Background: an optimization exercise with open tools, aiming at small area, a short achievable clock period and few clock cycles per item. Do not read the settings as production practice. In this exercise RTL edits were held to simulation tests only and were not proved equivalent to the original. Power and IR drop assume default switching activity.

Setup of beta:
// audio_rd_dma
module audio_rd_dma #(
    parameter int              ID_W        = 4,
    parameter logic [ID_W-1:0] AXI_ID      = 1,
    parameter int              BURST_BEATS = 8,
    parameter int              FIFO_DEPTH  = 32
) (
    input  logic            gclk,
    input  logic            gresetn,
    input  logic            cfg_start,
    input  logic            cfg_stop,
    input  logic [31:0]     cfg_base,
    input  logic [15:0]     cfg_words,
    input  logic            cfg_loop,
    output logic            busy,
    output logic            done,
    output logic            err,
    output logic [ID_W-1:0] aid,
    output logic [31:0]     aaddr,
    output logic            avalid,
    output logic            awrite,
    output logic [3:0]      alen,
    output logic [2:0]      asize,
    output logic [1:0]      aburst,
    input  logic            aready,
    input  logic [ID_W-1:0] rid,
    input  logic [63:0]     rdata,
    input  logic            rlast,
    input  logic            rvalid,
    output logic            rready,
    output logic [63:0]     smp_data,
    output logic            smp_valid,
    input  logic            smp_ready
);
export LEC_CHECK = 0
export CAP_MARGIN = 20
export CORE_MARGIN = 2
export CORE_UTILIZATION = 60
export SETUP_SLACK_MARGIN = 2.8
export SLEW_MARGIN = 20
create_clock -name core_clock -period 5.5 [get_ports {gclk}]
standard.sh (not shown) runs the stock make flow with config.mk's settings and CLKGATE_MAP_FILE= SYNTH_SCRIPT=/design/flow/synth_recipe.tcl, a recipe that flattens the netlist after the stock synthesis.
==> flow/flow/run.sh <==
#!/bin/bash
# Layout with the standard.sh (ORFS), with these changes:
#  - synthesis runs flow/my_synth.tcl: synth_recipe.tcl's steps (same Yosys
#    synth -nofsm -noshare, flatten and renaming), except the ABC calls: the
#    design is mapped with flow/abc_map.script, and the small combinational
#    module aud_smp_gate (kept as its own module until the final flatten via
#    SYNTH_KEEP_MODULES) with flow/abc_gate.script; no adder map. Registers
#    are mapped exactly as in the standard synthesis;
#  - port buffers are buf_1, tie cells are not duplicated, CTS settings.
# Output goes to standard.log (ORFS keeps per-step logs under orfs/logs).
set -euo pipefail
export MY_ABC_SCRIPT=$PWD/flow/abc_map.script MY_GATE_SCRIPT=$PWD/flow/abc_gate.script
bash standard.sh SYNTH_SCRIPT=$PWD/flow/my_synth.tcl SYNTH_KEEP_MODULES=aud_smp_gate ADDER_MAP_FILE= SKIP_REPAIR_TIE_FANOUT=1 BUFFER_PORTS_ARGS="-buffer_cell sky130_fd_sc_hd__buf_1" CTS_ARGS="-sink_clustering_enable -repair_clock_nets -dont_use_dummy_load -buf_list sky130_fd_sc_hd__clkbuf_8" finish > standard.log 2>&1
==> flow/flow/abc_gate.script <==
strash; dch; map -D 50
==> flow/flow/abc_map.script <==
&get -n; &st; &dch; &nf -D 1500; &put
==> flow/flow/my_synth.tcl <==
proc synth {args} { yosys synth -nofsm -noshare {*}$args }
# ABC mapping: the design with flow/abc_map.script; the sample-path gating
# module (kept apart by SYNTH_KEEP_MODULES until the flatten below) with
# flow/abc_gate.script, a delay-driven mapping.
proc abc {args} {
  set i [lsearch -exact $args -script]
  set j [lsearch -exact $args -D]
  if {$j >= 0} { set args [lreplace $args $j [expr {$j+1}]] }
  set main [lreplace $args [expr {$i+1}] [expr {$i+1}] $::env(MY_ABC_SCRIPT)]
  set gate [lreplace $args [expr {$i+1}] [expr {$i+1}] $::env(MY_GATE_SCRIPT)]
  puts "MYABC main: $main"
  yosys abc {*}$main $::env(DESIGN_NAME)
  puts "MYABC gate: $gate"
  yosys abc {*}$gate aud_smp_gate
}
source $::env(SCRIPTS_DIR)/synth.tcl
# left out here: clear keep_hierarchy, flatten, clean up, hide names made inside functions, write 1_2_yosys.v
Testbench counts of beta, summed over its fixed seeds: cycles 12,335, items 9,450.
Edits applied to the flow inputs when going from beta to alpha:
--- a/flow/flow/run.sh
+++ b/flow/flow/run.sh
@@ -11,3 +11,3 @@
 set -euo pipefail
 export MY_ABC_SCRIPT=$PWD/flow/abc_map.script MY_GATE_SCRIPT=$PWD/flow/abc_gate.script
-bash standard.sh SYNTH_SCRIPT=$PWD/flow/my_synth.tcl SYNTH_KEEP_MODULES=aud_smp_gate ADDER_MAP_FILE= SKIP_REPAIR_TIE_FANOUT=1 BUFFER_PORTS_ARGS="-buffer_cell sky130_fd_sc_hd__buf_1" CTS_ARGS="-sink_clustering_enable -repair_clock_nets -dont_use_dummy_load -buf_list sky130_fd_sc_hd__clkbuf_8" finish > standard.log 2>&1
+bash standard.sh SYNTH_SCRIPT=$PWD/flow/my_synth.tcl SYNTH_KEEP_MODULES=aud_smp_gate ADDER_MAP_FILE= SKIP_REPAIR_TIE_FANOUT=1 BUFFER_PORTS_ARGS="-buffer_cell sky130_fd_sc_hd__buf_1" CTS_ARGS="-repair_clock_nets -dont_use_dummy_load -buf_list sky130_fd_sc_hd__clkbuf_8" finish > standard.log 2>&1
Results
- beta -> alpha: number of hold-slack violations in the final timing report delta 0, exact match
- alpha -> beta: wire length flat
- Re final worst-path cycle share: no difference whatsoever between beta and alpha.
- Compared with beta, in alpha relative max-transition margin roughly the same, clock-net power roughly the same, multiplexer fraction of the synthesized cell area roughly the same, sequential share of layout area roughly the same, latest clock arrival within the worst-skew pair roughly the same.
- Number of instances on the worst hold path: alpha vs beta, no meaningful difference
- Reported for beta and alpha, total inserted antenna cells turned out identical to the last digit.
- Peak clock frequency supported by timing essentially unchanged between beta and alpha.

---

audio_rd_dma again, from the RTL that the note above started with.
Settings: LEC_CHECK=0, CAP_MARGIN=20, CORE_MARGIN=2, CORE_UTILIZATION=60, SETUP_SLACK_MARGIN=3.0, SLEW_MARGIN=20; clock period 5.5 ns.
==> flow/flow/run.sh <==
#!/bin/bash
# Layout with the standard.sh (ORFS), with these changes:
#  - synthesis runs flow/my_synth.tcl: synth_recipe.tcl's steps (same Yosys
#    synth -nofsm -noshare, flatten and renaming), except the ABC calls: the
#    design is mapped with flow/abc_map.script, and the small combinational
#    module aud_smp_gate (kept as its own module until the final flatten via
#    SYNTH_KEEP_MODULES) with flow/abc_gate.script; no adder map. Registers
#    are mapped exactly as in the standard synthesis;
#  - port buffers are buf_1, tie cells are not duplicated, CTS settings.
# Output goes to standard.log (ORFS keeps per-step logs under orfs/logs).
set -euo pipefail
export MY_ABC_SCRIPT=$PWD/flow/abc_map.script MY_GATE_SCRIPT=$PWD/flow/abc_gate.script
bash standard.sh SYNTH_SCRIPT=$PWD/flow/my_synth.tcl SYNTH_KEEP_MODULES=aud_smp_gate ADDER_MAP_FILE= SKIP_REPAIR_TIE_FANOUT=1 BUFFER_PORTS_ARGS="-buffer_cell sky130_fd_sc_hd__buf_1" CTS_ARGS="-sink_clustering_enable -repair_clock_nets -dont_use_dummy_load -buf_list sky130_fd_sc_hd__clkbuf_8" finish > standard.log 2>&1
Scripts as last shown in full above: flow/flow/abc_gate.script, flow/flow/abc_map.script, flow/flow/my_synth.tcl
The baseline completed without violations.
Testbench counts at the start, summed over its fixed seeds: cycles 12,335, items 9,450.
Change:
==> flow/flow/abc_map.script (replaced) <==
strash; dch; map -a; topo
--- a/flow/config.mk
+++ b/flow/config.mk
@@ -10,3 +10,3 @@
 export CORE_UTILIZATION = 60
-export SETUP_SLACK_MARGIN = 3.0
+export SETUP_SLACK_MARGIN = 2.8
 export SLEW_MARGIN = 20
The new run ran to the end with no violations.
Design area is higher by 8.0%.
Clock-buffer cell count is unchanged.
Sequential share of layout area falls by 3.0 points.
Routed wire length barely changes.
Worst hold slack loses 0.016 ns.
Core utilization came out higher by 5.1 points.
Clock power barely changes.
Via count grows by about 12%.
Worst setup slack is worse by 0.23 ns.
Change:
--- a/flow/flow/run.sh
+++ b/flow/flow/run.sh
@@ -12,2 +12,2 @@
 export MY_ABC_SCRIPT=$PWD/flow/abc_map.script MY_GATE_SCRIPT=$PWD/flow/abc_gate.script
-bash standard.sh SYNTH_SCRIPT=$PWD/flow/my_synth.tcl SYNTH_KEEP_MODULES=aud_smp_gate ADDER_MAP_FILE= SKIP_REPAIR_TIE_FANOUT=1 BUFFER_PORTS_ARGS="-buffer_cell sky130_fd_sc_hd__buf_1" CTS_ARGS="-sink_clustering_enable -repair_clock_nets -dont_use_dummy_load -buf_list sky130_fd_sc_hd__clkbuf_8" finish > standard.log 2>&1
+bash standard.sh SYNTH_SCRIPT=$PWD/flow/my_synth.tcl SYNTH_KEEP_MODULES=aud_smp_gate ADDER_MAP_FILE= SKIP_REPAIR_TIE_FANOUT=1 BUFFER_PORTS_ARGS="-buffer_cell sky130_fd_sc_hd__buf_1" CTS_ARGS="-sink_clustering_enable -repair_clock_nets -dont_use_dummy_load -buf_list sky130_fd_sc_hd__clkbuf_8 -sink_clustering_size 50 -sink_clustering_max_diameter 300" finish > standard.log 2>&1
==> flow/flow/abc_map.script (replaced) <==
&get -n; &st; &dch; &nf -D 1500; &put
Result: The new run completed with no timing, DRC or antenna violations; first-iteration DRC count went down by 30%; clock-buffer cell count does not change; clock skew hardly moves; via count falls by 11%; wire length fell by 3.3%.
Change:
--- a/flow/flow/run.sh
+++ b/flow/flow/run.sh
@@ -12,2 +12,2 @@
 export MY_ABC_SCRIPT=$PWD/flow/abc_map.script MY_GATE_SCRIPT=$PWD/flow/abc_gate.script
-bash standard.sh SYNTH_SCRIPT=$PWD/flow/my_synth.tcl SYNTH_KEEP_MODULES=aud_smp_gate ADDER_MAP_FILE= SKIP_REPAIR_TIE_FANOUT=1 BUFFER_PORTS_ARGS="-buffer_cell sky130_fd_sc_hd__buf_1" CTS_ARGS="-sink_clustering_enable -repair_clock_nets -dont_use_dummy_load -buf_list sky130_fd_sc_hd__clkbuf_8 -sink_clustering_size 50 -sink_clustering_max_diameter 300" finish > standard.log 2>&1
+bash standard.sh SYNTH_SCRIPT=$PWD/flow/my_synth.tcl SYNTH_KEEP_MODULES=aud_smp_gate ADDER_MAP_FILE= SKIP_REPAIR_TIE_FANOUT=1 BUFFER_PORTS_ARGS="-buffer_cell sky130_fd_sc_hd__buf_1" CTS_ARGS="-sink_clustering_enable -repair_clock_nets -dont_use_dummy_load -buf_list sky130_fd_sc_hd__clkbuf_8" finish > standard.log 2>&1
--- a/flow/config.mk
+++ b/flow/config.mk
@@ -9,3 +9,3 @@
 export CORE_MARGIN = 2
-export CORE_UTILIZATION = 60
+export CORE_UTILIZATION = 50
 export SETUP_SLACK_MARGIN = 2.8
Outcome:
- The changed run finished with timing, DRC and antenna clean
- routed wire length stays flat
- synthesized area stays the same
- sequential cell count stays the same
- sequential power is about the same
- setup slack degrades by 0.033 ns
- clock skew is about the same
Change:
--- a/flow/config.mk
+++ b/flow/config.mk
@@ -9,4 +9,4 @@
 export CORE_MARGIN = 2
-export CORE_UTILIZATION = 50
-export SETUP_SLACK_MARGIN = 2.8
+export CORE_UTILIZATION = 60
+export SETUP_SLACK_MARGIN = 3.3
 export SLEW_MARGIN = 20
What happened: Global-route usage is higher by 6.6 points; worst setup slack improved by 0.031 ns; non-clock buffer count is higher by 55; fmax goes up by 1.2%; core utilization climbs by 24 points; total power came out higher by 30%; first-iteration DRC count goes up by 55%; sequential share of layout area went down by 7.5 points; wire length went up by 19%.

## port drivers added, routing unchanged
How much do the figures lean on ideal ports? The routed layouts below were timed once more, with nothing changed but the port constraints. Step 1: set_driving_cell puts a clkbuf_16 on gclk and a buf_2 on each other input, an assumption about the parent block. Step 2 also shifts input and output timing later by t, the mid clock arrival at the registers, as if the neighbouring blocks saw the same clock. a / b / c = ideal / step 1 / step 2; a / b = the first two.
| run | t (ns) | setup WS [ns] | worst setup path at the end |
|---|---|---|---|
| beta | 0.357 | 2.842 / 2.821 / 2.592 | input to register |
| alpha | 0.357 | 2.842 / 2.821 / 2.592 | input to register |
| the first run of note 2 | 0.365 | 2.831 / 2.802 / 2.790 | input to register |
| the second run of note 2 | 0.358 | 2.603 / 2.603 / 2.603 | register to register |
| the third run of note 2 | 0.357 | 2.842 / 2.821 / 2.592 | input to register |
| the fourth run of note 2 | 0.361 | 2.809 / 2.770 / 2.592 | input to register |
| the fifth run of note 2 | 0.368 | 2.840 / 2.794 / 2.794 | input to output |
After both steps setup and hold are still met in every run listed.
